Background: an optimization exercise with open tools, aiming at small area, a short achievable clock period and few clock cycles per item. Do not read the settings as production practice.
In this exercise RTL edits were held to simulation tests only and were not proved equivalent to the original.
Power and IR drop assume default switching activity.

File: design/flow/run.sh
#!/bin/bash
# synth_recipe.tcl (not shown) runs the flow's synth.tcl, then flattens the netlist and writes it again
# the make line also repeats each setting of config.mk as NAME=value (left out here)
make -C /OpenROAD-flow-scripts/flow DESIGN_CONFIG=/design/flow/config.mk WORK_HOME=/design/flow/orfs CLKGATE_MAP_FILE= SYNTH_SCRIPT=/design/flow/synth_recipe.tcl finish
File: design/flow/config.mk
export PLATFORM = sky130hd
export DESIGN_NAME = region_bitmap_block_allocator
export DESIGN_NICKNAME = region_bitmap_block_allocator
export VERILOG_FILES = /design/flow/design.v
export SDC_FILE = /design/flow/constraint.sdc
export NUM_CORES = 4
export LEC_CHECK = 0
export CAP_MARGIN = 20
export CORE_MARGIN = 2
export CORE_UTILIZATION = 40
export SLEW_MARGIN = 20
export SYNTH_HIERARCHICAL = 1
File: design/flow/constraint.sdc
create_clock -name core_clock -period 8.0 [get_ports {clk}]
set_input_delay 1.6000 -clock core_clock [delete_from_list [all_inputs] [get_ports {clk}]]
set_output_delay 1.6000 -clock core_clock [all_outputs]
set_load 0.01 [all_outputs]
File: design/flow/design.v
package rbba_pkg;
  localparam int REG_W     = 13;
  localparam int BLK_W     = 12;
  localparam int OP_W      = 2;
  localparam int STAT_W    = 2;
  localparam int CFG_IDX_W = 2;
  localparam int NUM_BLOCKS_DEF = 4096;
  localparam int WORD_BITS_DEF  = 64;
  localparam logic [REG_W-1:0] TOTAL_BLOCKS_RST = 13'd2048;
  localparam logic [REG_W-1:0] META_START_RST   = 13'd2;
  localparam logic [REG_W-1:0] DATA_BASE_RST    = 13'd1024;
  localparam logic [CFG_IDX_W-1:0] CFG_TOTAL_BLOCKS = 2'd0;
  localparam logic [CFG_IDX_W-1:0] CFG_META_START   = 2'd1;
  localparam logic [CFG_IDX_W-1:0] CFG_DATA_BASE    = 2'd2;
  localparam logic [OP_W-1:0] OP_ALLOC_META = 2'd0;
  localparam logic [OP_W-1:0] OP_ALLOC_DATA = 2'd1;
  localparam logic [OP_W-1:0] OP_ALLOC_ANY  = 2'd2;
  localparam logic [OP_W-1:0] OP_FREE       = 2'd3;
  localparam logic [STAT_W-1:0] ST_OK       = 2'd0;
  localparam logic [STAT_W-1:0] ST_NO_FREE  = 2'd1;
  localparam logic [STAT_W-1:0] ST_RANGE    = 2'd2;
  typedef struct packed {
    logic [REG_W-1:0] total_blocks;
    logic [REG_W-1:0] meta_start;
    logic [REG_W-1:0] data_base;
  } cfg_regs_t;
endpackage
module rbba_cdiv #(
  parameter int N = 64
) (
  input  logic [N-1:0] din,
  output logic [N-1:0] oh
);
  logic [N-1:0] below;   
  always_comb begin
    below = {din[N-2:0], 1'b0};
    for (int s = 1; s < N; s = s * 2) begin
      below = below | (below << s);
    end
    oh = din & ~below;
  end
endmodule
module rbba_map #(
  parameter int WORDS = 64,
  parameter int WB    = 64
) (
  input  logic                  clk,
  input  logic                  clr,
  input  logic [WORDS-1:0]      sel,
  input  logic [WORDS-1:0]      we,
  input  logic [WB-1:0]         wr_data,
  input  logic [1:0]            wr_cnt,
  output logic [WB-1:0]         rd_data,
  output logic [WORDS-1:0][1:0] cnt
);
  logic [WORDS-1:0][WB-1:0] row_q;
  logic [WORDS-1:0][1:0]    cnt_q;
  logic [WB-1:0]            wd;
  logic [1:0]               wc;
  assign wd = wr_data & {WB{!clr}};
  assign wc = wr_cnt | {2{clr}};
  for (genvar w = 0; w < WORDS; w++) begin : g_row
    logic en;
    assign en = we[w] | clr;
    always_ff @(posedge clk) begin
      if (en) begin
        row_q[w] <= wd;
        cnt_q[w] <= wc;
      end
    end
  end
  always_comb begin
    rd_data = '0;
    for (int w = 0; w < WORDS; w++) begin
      rd_data = rd_data | (row_q[w] & {WB{sel[w]}});
    end
  end
  assign cnt = cnt_q;
endmodule
import rbba_pkg::*;
module rbba_ctrl #(
  parameter int NUM_BLOCKS = rbba_pkg::NUM_BLOCKS_DEF,
  parameter int WORD_BITS  = rbba_pkg::WORD_BITS_DEF
) (
  input  logic                          clk,
  input  logic                          rst_n,
  input  rbba_pkg::cfg_regs_t           cfg,
  input  logic                          cfg_wr,
  input  logic                          start,
  output logic                          busy,
  input  logic [rbba_pkg::OP_W-1:0]     op,
  input  logic [rbba_pkg::BLK_W-1:0]    block_number,
  output logic                          res_valid,
  output logic [rbba_pkg::BLK_W-1:0]    res_block,
  output logic [rbba_pkg::STAT_W-1:0]   res_status
);
  localparam int NW    = NUM_BLOCKS / WORD_BITS;
  localparam int WI_W  = $clog2(NW);
  localparam int OFF_W = $clog2(WORD_BITS);
  localparam int AW    = WI_W + OFF_W;
  localparam logic [REG_W-1:0] NB_V = REG_W'(NUM_BLOCKS);
  localparam logic [1:0] K_ALLOC = 2'd0;
  localparam logic [1:0] K_FREE  = 2'd1;
  localparam logic [1:0] K_LOAD  = 2'd2;
  function automatic logic [1:0] cdec(input logic [1:0] c);
    cdec = (c == 2'd3) ? 2'd2 : (c == 2'd0) ? 2'd0 : c - 1'b1;
  endfunction
  function automatic logic [1:0] cinc(input logic [1:0] c, input logic u);
    cinc = (u && c != 2'd3) ? c + 1'b1 : c;
  endfunction
  function automatic logic [WORD_BITS-1:0] thermo_ge(input logic [OFF_W-1:0] o);
    for (int b = 0; b < WORD_BITS; b++) thermo_ge[b] = (OFF_W'(b) >= o);
  endfunction
  function automatic logic [WORD_BITS-1:0] thermo_le(input logic [OFF_W-1:0] o);
    for (int b = 0; b < WORD_BITS; b++) thermo_le[b] = (OFF_W'(b) <= o);
  endfunction
  logic [NW-1:0][1:0]   cnt;                
  logic [WORD_BITS-1:0] rd_data;
  logic [NW-1:0]        we;
  logic [WORD_BITS-1:0] wd;
  logic [1:0]           wcnt;
  logic [1:0]           rc_m, rc_d;         
  logic                 rv_m, rv_d;         
  logic [WI_W-1:0]      ri_m, ri_d;         
  logic [WORD_BITS-1:0] rmask_m, rmask_d;   
  logic             s1_v;
  logic [OP_W-1:0]  s1_op;
  logic [AW-1:0]    s1_lo;      
  logic [AW-1:0]    s1_him1;    
  logic             s1_emp;     
  logic             s1_pm, s1_pd;   
  logic             s2_v;
  logic [1:0]       s2_kind;
  logic [OP_W-1:0]  s2_op;
  logic [NW-1:0]    s2_sel;
  logic             s2_wr;      
  logic             s2_lohit, s2_bnd, s2_same, s2_pm, s2_pd;
  logic [OFF_W-1:0] s2_loff, s2_hoff;
  logic             s3_v;
  logic [1:0]       s3_kind;
  logic [OP_W-1:0]  s3_op;
  logic [NW-1:0]    s3_sel;
  logic [WI_W-1:0]  s3_widx;
  logic             s3_wr;
  logic             s3_lohit, s3_bnd, s3_same, s3_pm, s3_pd;
  logic [OFF_W-1:0] s3_loff, s3_hoff;
  logic [WORD_BITS-1:0] rd_r, last_wd;
  logic             byp_r;
  rbba_map #(.WORDS(NW), .WB(WORD_BITS)) u_map (
    .clk     (clk),
    .clr     (!rst_n),
    .sel     (s2_sel),
    .we      (we),
    .wr_data (wd),
    .wr_cnt  (wcnt),
    .rd_data (rd_data),
    .cnt     (cnt)
  );
  logic [REG_W-1:0] tot_c, ms_c, ds_c, lo_c, hi_c, him1_c, bno_c;
  logic             take, stall;
  always_comb begin
    tot_c = (cfg.total_blocks > NB_V) ? NB_V : cfg.total_blocks;
    ms_c  = (cfg.meta_start > tot_c) ? tot_c : cfg.meta_start;
    ds_c  = (cfg.data_base > tot_c) ? tot_c : cfg.data_base;
    bno_c = REG_W'(block_number);
    case (op)
      OP_ALLOC_META: begin lo_c = ms_c; hi_c = ds_c;  end
      OP_ALLOC_DATA: begin lo_c = ds_c; hi_c = tot_c; end
      OP_ALLOC_ANY:  begin lo_c = '0;   hi_c = tot_c; end
      default:       begin lo_c = bno_c; hi_c = tot_c; end
    endcase
    him1_c = hi_c - 1'b1;
    take   = start && !busy;
    for (int b = 0; b < WORD_BITS; b++) begin
      rmask_m[b] = (OFF_W'(b) >= ms_c[OFF_W-1:0]) &&
                   (ds_c[REG_W-1:OFF_W] != ms_c[REG_W-1:OFF_W] || OFF_W'(b) < ds_c[OFF_W-1:0]);
      rmask_d[b] = (OFF_W'(b) >= ds_c[OFF_W-1:0]) &&
                   (tot_c[REG_W-1:OFF_W] != ds_c[REG_W-1:OFF_W] || OFF_W'(b) < tot_c[OFF_W-1:0]);
    end
  end
  always_ff @(posedge clk) begin
    if (!rst_n)      s1_v <= 1'b0;
    else if (!stall) s1_v <= take;
  end
  always_ff @(posedge clk) begin
    if (take) begin
      s1_op   <= op;
      s1_lo   <= lo_c[AW-1:0];
      s1_him1 <= him1_c[AW-1:0];
      s1_emp  <= (lo_c >= hi_c);
      s1_pm   <= (bno_c >= ms_c) && (bno_c < ds_c) && (bno_c[REG_W-1:OFF_W] == ms_c[REG_W-1:OFF_W]);
      s1_pd   <= (bno_c >= ds_c) && (bno_c < tot_c) && (bno_c[REG_W-1:OFF_W] == ds_c[REG_W-1:OFF_W]);
    end
  end
  logic                 s1_alloc, s1_any, s1_ism;
  logic [WI_W-1:0]      wlo, whi;
  logic [NW-1:0]        dec_lo, dec_hi, dec_ri, sf, cand, w1oh, pick;
  logic                 rv_x;
  logic [WI_W-1:0]      ri_x;
  logic [1:0]           rc_x, c_j1, c_j2, a2, b1, ra2;
  logic                 used2, j1wr, j2wr, full_j1, full_j2, same12;
  logic                 j2_in_x, j1_al_x, j1_fr_x, lo_full, lohit, found, bnd;
  logic                 need_ld, risky, ld_busy, issue_ld, adv1;
  rbba_cdiv #(.N(NW)) u_wpri (.din(cand), .oh(w1oh));
  always_comb begin
    s1_alloc = (s1_op != OP_FREE);
    s1_any   = (s1_op == OP_ALLOC_ANY);
    s1_ism   = (s1_op == OP_ALLOC_META);
    wlo  = s1_lo[AW-1:OFF_W];
    whi  = s1_him1[AW-1:OFF_W];
    rv_x = s1_ism ? rv_m : rv_d;
    ri_x = s1_ism ? ri_m : ri_d;
    rc_x = s1_ism ? rc_m : rc_d;
    for (int w = 0; w < NW; w++) begin
      dec_lo[w] = (WI_W'(w) == wlo);
      dec_hi[w] = (WI_W'(w) == whi);
      dec_ri[w] = (WI_W'(w) == ri_x);
    end
    c_j1 = '0;
    c_j2 = '0;
    for (int w = 0; w < NW; w++) begin
      c_j1 = c_j1 | (cnt[w] & {2{s2_sel[w]}});
      c_j2 = c_j2 | (cnt[w] & {2{s3_sel[w]}});
    end
    j1wr   = s2_v && s2_wr;
    j2wr   = s3_v && s3_wr;
    same12 = |(s2_sel & s3_sel);
    a2 = !j2wr ? c_j2 : (s3_kind == K_ALLOC) ? cdec(c_j2) : cinc(c_j2, used2);
    b1 = same12 ? a2 : c_j1;
    full_j1 = (s2_kind == K_ALLOC) && (b1 == 2'd1);
    full_j2 = (a2 == 2'd0);
    for (int w = 0; w < NW; w++) begin
      sf[w] = (j1wr && s2_sel[w]) ? full_j1 :
              (j2wr && s3_sel[w]) ? full_j2 : (cnt[w] == 2'd0);
    end
    j2_in_x = (s3_kind == K_ALLOC) ? (s3_lohit && s3_op == s1_op)
                                   : ((s3_kind == K_FREE) && (s1_ism ? s3_pm : s3_pd));
    ra2 = !(j2wr && j2_in_x) ? rc_x : (s3_kind == K_ALLOC) ? cdec(rc_x) : cinc(rc_x, used2);
    j1_al_x = j1wr && (s2_kind == K_ALLOC) && s2_lohit && (s2_op == s1_op);
    j1_fr_x = j1wr && (s2_kind == K_FREE) && (s1_ism ? s2_pm : s2_pd);
    lo_full = j1_al_x ? (ra2 == 2'd1) : j1_fr_x ? 1'b0 : (ra2 == 2'd0);
    lohit   = !s1_any && !lo_full;
    for (int w = 0; w < NW; w++) begin
      cand[w] = !sf[w] && (s1_any || WI_W'(w) > wlo) && (WI_W'(w) <= whi);
    end
    found = lohit || (|cand);
    pick  = lohit ? dec_lo : w1oh;
    bnd   = !lohit && (|(w1oh & dec_hi));
    risky = (s2_v && s2_kind == K_ALLOC && s2_wr && s2_bnd) ||
            (s3_v && s3_kind == K_ALLOC && s3_wr && s3_bnd) ||
            (!s1_any && ((s2_v && s2_kind == K_ALLOC && s2_wr && s2_op == OP_ALLOC_ANY &&
                          (|(s2_sel & dec_ri))) ||
                         (s3_v && s3_kind == K_ALLOC && s3_wr && s3_op == OP_ALLOC_ANY &&
                          (|(s3_sel & dec_ri)))));
    need_ld  = !s1_any && !rv_x;
    stall    = s1_v && s1_alloc && !s1_emp && (need_ld || risky);
    ld_busy  = (s2_v && s2_kind == K_LOAD) || (s3_v && s3_kind == K_LOAD);
    issue_ld = s1_v && s1_alloc && !s1_emp && need_ld && !ld_busy;
    adv1     = s1_v && !stall;
  end
  assign busy = stall;
  always_ff @(posedge clk) begin
    if (!rst_n) s2_v <= 1'b0;
    else        s2_v <= adv1 || issue_ld;
  end
  always_ff @(posedge clk) begin
    s2_op   <= s1_op;
    s2_loff <= s1_lo[OFF_W-1:0];
    s2_hoff <= s1_him1[OFF_W-1:0];
    s2_same <= (wlo == whi);
    s2_pm   <= s1_pm;
    s2_pd   <= s1_pd;
    if (!s1_alloc) begin
      s2_kind  <= K_FREE;
      s2_sel   <= dec_lo;
      s2_wr    <= !s1_emp;
      s2_lohit <= 1'b0;
      s2_bnd   <= 1'b0;
    end else if (stall) begin
      s2_kind  <= K_LOAD;
      s2_sel   <= dec_lo;
      s2_wr    <= 1'b0;
      s2_lohit <= 1'b0;
      s2_bnd   <= 1'b0;
    end else begin
      s2_kind  <= K_ALLOC;
      s2_sel   <= pick;
      s2_wr    <= !s1_emp && found;
      s2_lohit <= lohit;
      s2_bnd   <= bnd;
    end
  end
  logic [WI_W-1:0] s2_widx;
  logic            do_wr3;
  always_comb begin
    s2_widx = '0;
    for (int w = 0; w < NW; w++) if (s2_sel[w]) s2_widx = s2_widx | WI_W'(w);
  end
  always_ff @(posedge clk) begin
    if (!rst_n) s3_v <= 1'b0;
    else        s3_v <= s2_v;
  end
  always_ff @(posedge clk) begin
    s3_kind  <= s2_kind;
    s3_op    <= s2_op;
    s3_sel   <= s2_sel;
    s3_widx  <= s2_widx;
    s3_wr    <= s2_wr;
    s3_lohit <= s2_lohit;
    s3_bnd   <= s2_bnd;
    s3_same  <= s2_same;
    s3_pm    <= s2_pm;
    s3_pd    <= s2_pd;
    s3_loff  <= s2_loff;
    s3_hoff  <= s2_hoff;
    rd_r     <= rd_data;
    byp_r    <= do_wr3 && (|(s2_sel & s3_sel));
    last_wd  <= wd;
  end
  logic [WORD_BITS-1:0] data, lomask, himask, fmask, fb, boh, bdec;
  logic                 alloc_ok;
  logic [OFF_W-1:0]     bidx;
  rbba_cdiv #(.N(WORD_BITS)) u_bpri (.din(fb), .oh(boh));
  always_comb begin
    data   = byp_r ? last_wd : rd_r;
    lomask = thermo_ge(s3_loff);
    himask = thermo_le(s3_hoff);
    bdec   = WORD_BITS'(1) << s3_loff;
    fmask  = s3_lohit ? (lomask & (s3_same ? himask : '1)) : (s3_bnd ? himask : '1);
    fb     = ~data & fmask;
    used2  = |(data & bdec);
    alloc_ok = s3_wr && (|fb);
    do_wr3 = s3_v && ((s3_kind == K_ALLOC) ? alloc_ok : (s3_kind == K_FREE) && s3_wr);
    case (s3_kind)
      K_ALLOC: wd = data | boh;
      K_FREE:  wd = data & ~bdec;
      default: wd = data;
    endcase
    we   = s3_sel & {NW{do_wr3}};
    wcnt = zcnt(wd);
    bidx = '0;
    for (int b = 0; b < WORD_BITS; b++) if (boh[b]) bidx = bidx | OFF_W'(b);
  end
  function automatic logic [1:0] zcnt(input logic [WORD_BITS-1:0] x);
    logic [2*WORD_BITS-1:0] c;
    logic [2:0]             s;
    for (int i = 0; i < WORD_BITS; i++) c[2*i +: 2] = {1'b0, !x[i]};
    for (int n = WORD_BITS / 2; n >= 1; n = n / 2) begin
      for (int i = 0; i < n; i++) begin
        s = {1'b0, c[4*i +: 2]} + {1'b0, c[4*i+2 +: 2]};
        c[2*i +: 2] = s[2] ? 2'd3 : s[1:0];
      end
    end
    zcnt = c[1:0];
  endfunction
  always_ff @(posedge clk) begin
    if (!rst_n) begin
      rv_m <= 1'b0;
      rv_d <= 1'b0;
    end else if (cfg_wr) begin
      rv_m <= 1'b0;
      rv_d <= 1'b0;
    end else if (s3_v && s3_kind == K_LOAD) begin
      if (s3_op == OP_ALLOC_META) rv_m <= 1'b1;
      else                        rv_d <= 1'b1;
    end
  end
  always_ff @(posedge clk) begin
    if (s3_v && s3_kind == K_LOAD) begin
      if (s3_op == OP_ALLOC_META) ri_m <= s3_widx;
      else                        ri_d <= s3_widx;
    end
    if ((s3_v && s3_kind == K_LOAD && s3_op == OP_ALLOC_META) || (do_wr3 && s3_widx == ri_m))
      rc_m <= zcnt(wd | ~rmask_m);
    if ((s3_v && s3_kind == K_LOAD && s3_op != OP_ALLOC_META) || (do_wr3 && s3_widx == ri_d))
      rc_d <= zcnt(wd | ~rmask_d);
  end
  logic              res_valid_r;
  logic [BLK_W-1:0]  res_block_r;
  logic [STAT_W-1:0] res_status_r;
  always_ff @(posedge clk) begin
    if (!rst_n) res_valid_r <= 1'b0;
    else        res_valid_r <= s3_v && s3_kind != K_LOAD;
  end
  always_ff @(posedge clk) begin
    if (s3_kind == K_FREE) begin
      res_block_r  <= '0;
      res_status_r <= s3_wr ? ST_OK : ST_RANGE;
    end else if (alloc_ok) begin
      res_block_r  <= {s3_widx, bidx};
      res_status_r <= ST_OK;
    end else begin
      res_block_r  <= '0;
      res_status_r <= ST_NO_FREE;
    end
  end
  assign res_valid  = res_valid_r;
  assign res_block  = res_block_r;
  assign res_status = res_status_r;
endmodule
import rbba_pkg::*;
module region_bitmap_block_allocator #(
  parameter int NUM_BLOCKS = rbba_pkg::NUM_BLOCKS_DEF,
  parameter int WORD_BITS  = rbba_pkg::WORD_BITS_DEF
) (
  input  logic                            clk,
  input  logic                            rst_n,
  input  logic                            start,
  output logic                            busy,
  input  logic [rbba_pkg::OP_W-1:0]       in_op,
  input  logic [rbba_pkg::BLK_W-1:0]      in_block_number,
  output logic                            out_valid,
  output logic [rbba_pkg::BLK_W-1:0]      out_granted_block,
  output logic [rbba_pkg::STAT_W-1:0]     out_status,
  input  logic                            cfg_valid,
  output logic                            cfg_ready,
  input  logic [rbba_pkg::CFG_IDX_W-1:0]  cfg_index,
  input  logic [rbba_pkg::REG_W-1:0]      cfg_data
);
  rbba_pkg::cfg_regs_t cfg_r;
  rbba_pkg::cfg_regs_t cfg_nxt;
  always_comb begin
    cfg_nxt = cfg_r;
    if (cfg_valid && cfg_ready) begin
      case (cfg_index)
        CFG_TOTAL_BLOCKS: cfg_nxt.total_blocks = cfg_data;
        CFG_META_START:   cfg_nxt.meta_start   = cfg_data;
        CFG_DATA_BASE:    cfg_nxt.data_base    = cfg_data;
        default:          cfg_nxt              = cfg_r;
      endcase
    end
  end
  always_ff @(posedge clk) begin
    if (!rst_n) begin
      cfg_r.total_blocks <= TOTAL_BLOCKS_RST;
      cfg_r.meta_start   <= META_START_RST;
      cfg_r.data_base    <= DATA_BASE_RST;
    end else begin
      cfg_r <= cfg_nxt;
    end
  end
  assign cfg_ready = 1'b1;
  rbba_ctrl #(.NUM_BLOCKS(NUM_BLOCKS), .WORD_BITS(WORD_BITS)) u_ctrl (
    .clk          (clk),
    .rst_n        (rst_n),
    .cfg_wr       (cfg_valid),
    .cfg          (cfg_r),
    .start        (start),
    .busy         (busy),
    .op           (in_op),
    .block_number (in_block_number),
    .res_valid    (out_valid),
    .res_block    (out_granted_block),
    .res_status   (out_status)
  );
endmodule
==> run notes <==
through the flow:
stage               instances    TNS, ns  setup slack, ns
floorplan               11986  -0.008291        -0.008291
global placement        19090     -84.83          -0.9053
detailed placement      19104     -87.73          -0.7283
CTS                     20003    -0.6345         -0.09417
global route            20171     -15.49          -0.2834
finish                  20189    -0.1984         -0.02751
worst reg2reg max path, delay by kind of cell, from the launching register on:
| family | cells | cell delay (ns) |
|---|---|---|
| simple gates | 10 | 2.27 |
| fa+ha+maj | 10 | 2.95 |
| flops | 1 | 0.55 |
| compound gates | 4 | 1.06 |
| buf+inv | 6 | 0.86 |
per-layer routing:
metal / wire length (µm) / GRT usage, % / vias to the layer above
met3: 91120 / 7.340 / 1807
met2: 362700 / 50.25 / 9232
li1: - / - / 52554
met1: 318600 / 45.47 / 68514
met5: 354 / 0 / -
met4: 51360 / 17.87 / 50
registers in the layout, summed over array words and instances (netlist names), 12 cells and up:
register	cells
u_ctrl.res_block_r	12
u_ctrl.s2_sel	64
u_ctrl.s1_him1	12
u_ctrl.s3_sel	64
u_ctrl.s1_lo	12
u_ctrl.rd_r	64
u_ctrl.u_map.row_q	4096
cfg_r	39
u_ctrl.u_map.cnt_q	128
u_ctrl.last_wd	64
layout by cell type, fill, tap and decap left out, types with 125 or more instances in the layout:
master     synthesis  layout
a21oi_1          282     237
dfxtp_1          366     291
a221oi_1        1124    1109
diode_2            0     152
nand2_1          497     480
nor2_1           351     339
inv_1            257     241
nor3_1           145     126
clkbuf_16          0     466
edfxtp_1        4269    4269
buf_12             0     171
nand3_1          133     125
a22o_1          1088    1087
ha_1             269     241
and2_1           176     145
buf_4             21    1452
o21ai_0          167     141
nand4_1          331     331
power breakdown:
part           leakage, nW  internal (mW)  total (mW)  switching [mW]
Clock                 7.12           11.9        21.4            9.54
Sequential            46.3           31.3        32.7            1.35
Combinational         27.5           8.25        20.5            12.3
cells by family (layout without fill, tap and decap cells):
family | count (synthesis) | in the layout | synth area share (%)
AO/OA/AOI/OAI | 3256 | 3256 | 13.96
XOR/XNOR | 40 | 40 | 0.1859
adder cells (fa/ha/maj) | 362 | 362 | 2.774
buffers and inverters | 1015 | 2842 | 2.584
flip-flops | 4635 | 4635 | 71.92
multiplexers | 212 | 212 | 1.262
other | 1 | 153 | 0.001990
AND/OR/NAND/NOR | 2465 | 2466 | 7.310
timing repair:
item	CTS	global route
hold buffers	0	0
pin swaps	62	69
cloned	13	7
endpoints found under the setup margin	133	133
gates resized for setup	289	169
buffers inserted	38	27
layout make-up:
cell class	instances	area (µm²)	area share, %
Timing Repair Buffer	1726	15750	6.969
Antenna cell	152	380.4	0.1683
Multi-Input combinational cell	6337	50570	22.38
Tap cell	6223	7786	3.446
Inverter	266	1020	0.4513
Sequential cell	4635	135800	60.09
Clock inverter	249	2336	1.034
Clock buffer	601	12340	5.460
synthesized netlist by cell type (all sizes together), types with 86 or more instances:
cell,number
nand2b,105
and2,177
edfxtp,4269
nor3,172
nand4,331
nand2,498
inv,257
nor2,353
dfxtp,366
a22o,1109
nor2b,111
or2,117
a22oi,100
clkbuf,435
nor4,130
o21ai,170
mux2,118
buf,314
nand3,135
and3,90
mux2i,86
fa,93
or4,97
ha,269
a21oi,282
a221oi,1124
path summary, 6_finish.rpt:
check,start,to,slack [ns],cells past startpoint
max,u_ctrl.s3_hoff[4]$_DFF_P_,u_ctrl.u_map.cnt_q[49]$_DFFE_PP_,-0.03,30
min,u_ctrl.s1_pm$_DFFE_PP_,u_ctrl.s2_pm$_DFF_P_,0.34,0
max reg2reg,u_ctrl.s3_hoff[4]$_DFF_P_,u_ctrl.u_map.cnt_q[49]$_DFFE_PP_,-0.03,30
min reg2reg,u_ctrl.s1_pm$_DFFE_PP_,u_ctrl.s2_pm$_DFF_P_,0.34,0
==> reports/metrics.yaml <==
floorplan:
  fp.coreArea_um2: 470100
  die_area_um2: 476600
  die_x_um: 690.3
  ios: 50
  fp.dieH_um: 690.3
  start_util_pct: 40.08
  row_count: 252
sta:
  finalHoldViolCount: 0
  worst_pin_slew_ns: 1.195
  min_period_ns: 8.028
  hold_ws_ns: 0.3407
  fmax_ghz: 0.1246
  slew-limit-headroom_pct: 20.31
  skew_ns: 0.1114
  fin_ws_ns: -0.02751
  final-max-slew-violation-count: 0
  fin_crit_sh_pct: 100.3
  setup_viol: 12
  grt_setup_unrepaired: "yes"
worst_setup_path:
  cpLargestDelayFamily: "adder cells"
  crit_path_max_incr_delay_ns: 0.77
  cp.arrival_ns: 8.80
  critPathCaptureType: "flop"
  path_max_fanout: 10
  cp_common_cell: "fa_2"
  cp_data_required_time_ns: 8.78
  crit_path_start_kind: "flop"
  slowest_stage: "a211oi_1"
  cp_num_buf_inv: 6
  critPathKind: "flop to flop"
detailed_routing:
  drt_first_iter_violations: 20803
  via_count: 132157
  wire_per_inst_um: 40.82
  totalWireLength_um: 824100
  via_per_inst: 6.546
  detail_route.first_pass.iterations: 10
  drtAntennaViolNets: 0
  drcViolationCount: 0
cells_and_area:
  fillers: 40274
  drive_gt1_share_pct: 22.72
  final_util_pct: 48.06
  stdcell_area_um2: 226000
  final_nets: 13821
  syn2layout_area_growth_pct: 19.92
synth:
  netlist_area_um2: 188400
  synthFlopType: "edfxtp_1"
  syn_nets: 12381
  synth_cell_types: 104
  synth_largest_type_area_fraction_pct: 68.04
  ys_ff_latch: 4635
  yosysWarnings: 10
  synthCells: 11986
  synth-edff-count: 4269
  synth_sequential_area_ratio_pct: 71.92
  synthArstFlopShare_pct: 0
  yosysTopAreaCell: "edfxtp_1"
  synth_area_per_cell_um2: 15.72
  yosys-top-cells-area: "edfxtp_1 (68%), a221oi_1 (5.2%), a22o_1 (5.1%), dfxtp_1 (3.9%), ha_1 (1.8%)"
clocking:
  clk_pin_slew_worst_paths_ns: 0.08
  root_buffer: "clkbuf_16"
  cts_tree: "yes"
  clock_path_buffers: 4
  cts_htree_levels: 5
  clk_latency_ns: 1.08
  cts.sinks: 4635
  cts_made_buffers: 460
hold_path:
  hp-class: "flop to flop"
global_routing:
  track_usage_pct: 33.44
  grt_max_degree: 86
  overflow: 0
  grt_pass1_wl_um: 1099000
  grt_pass1_vias: 124116
  antenna_found_initial: 96
outcome:
  so_faults: "negative setup slack"
  outcome: "finished with violations"
placed_design:
  gp_congestion: 1.018
  placed_cell_area_um2: 208100
  numPortBuffers: 48
  hpwl_um: 550400
pwr:
  ir_worst_vdd_uv: 358.3
  p_total_mw: 74.56
  power_density_nw_per_um2: 330.0
  leakage_nw: 80.91
run:
  drv_cap: 0
Testbench counts, summed over its fixed seeds: cycles 9,679, items 9,600.

[separate check: timing with driven ports]
No port has a modelled driver above. Below, the same layout with a new extraction and two added sets of constraints. Step 1 assumes that a clkbuf_16 drives the clock port and a buf_2 every other input. Step 2 also shifts input and output timing later by t, the mid clock arrival at the registers, as if the neighbouring blocks saw the same clock. Three values: ideal, step 1, step 2; two values: the first two.
t, ns: 1.151
setup slack, ns: -0.028 / -0.028 / -0.028
worst data-port slew with drivers (ns): 0.06
pins driven straight from the clock port: 1
The setup slack of this run moves by 0.000 ns with the drivers and by 0.000 ns with both steps.
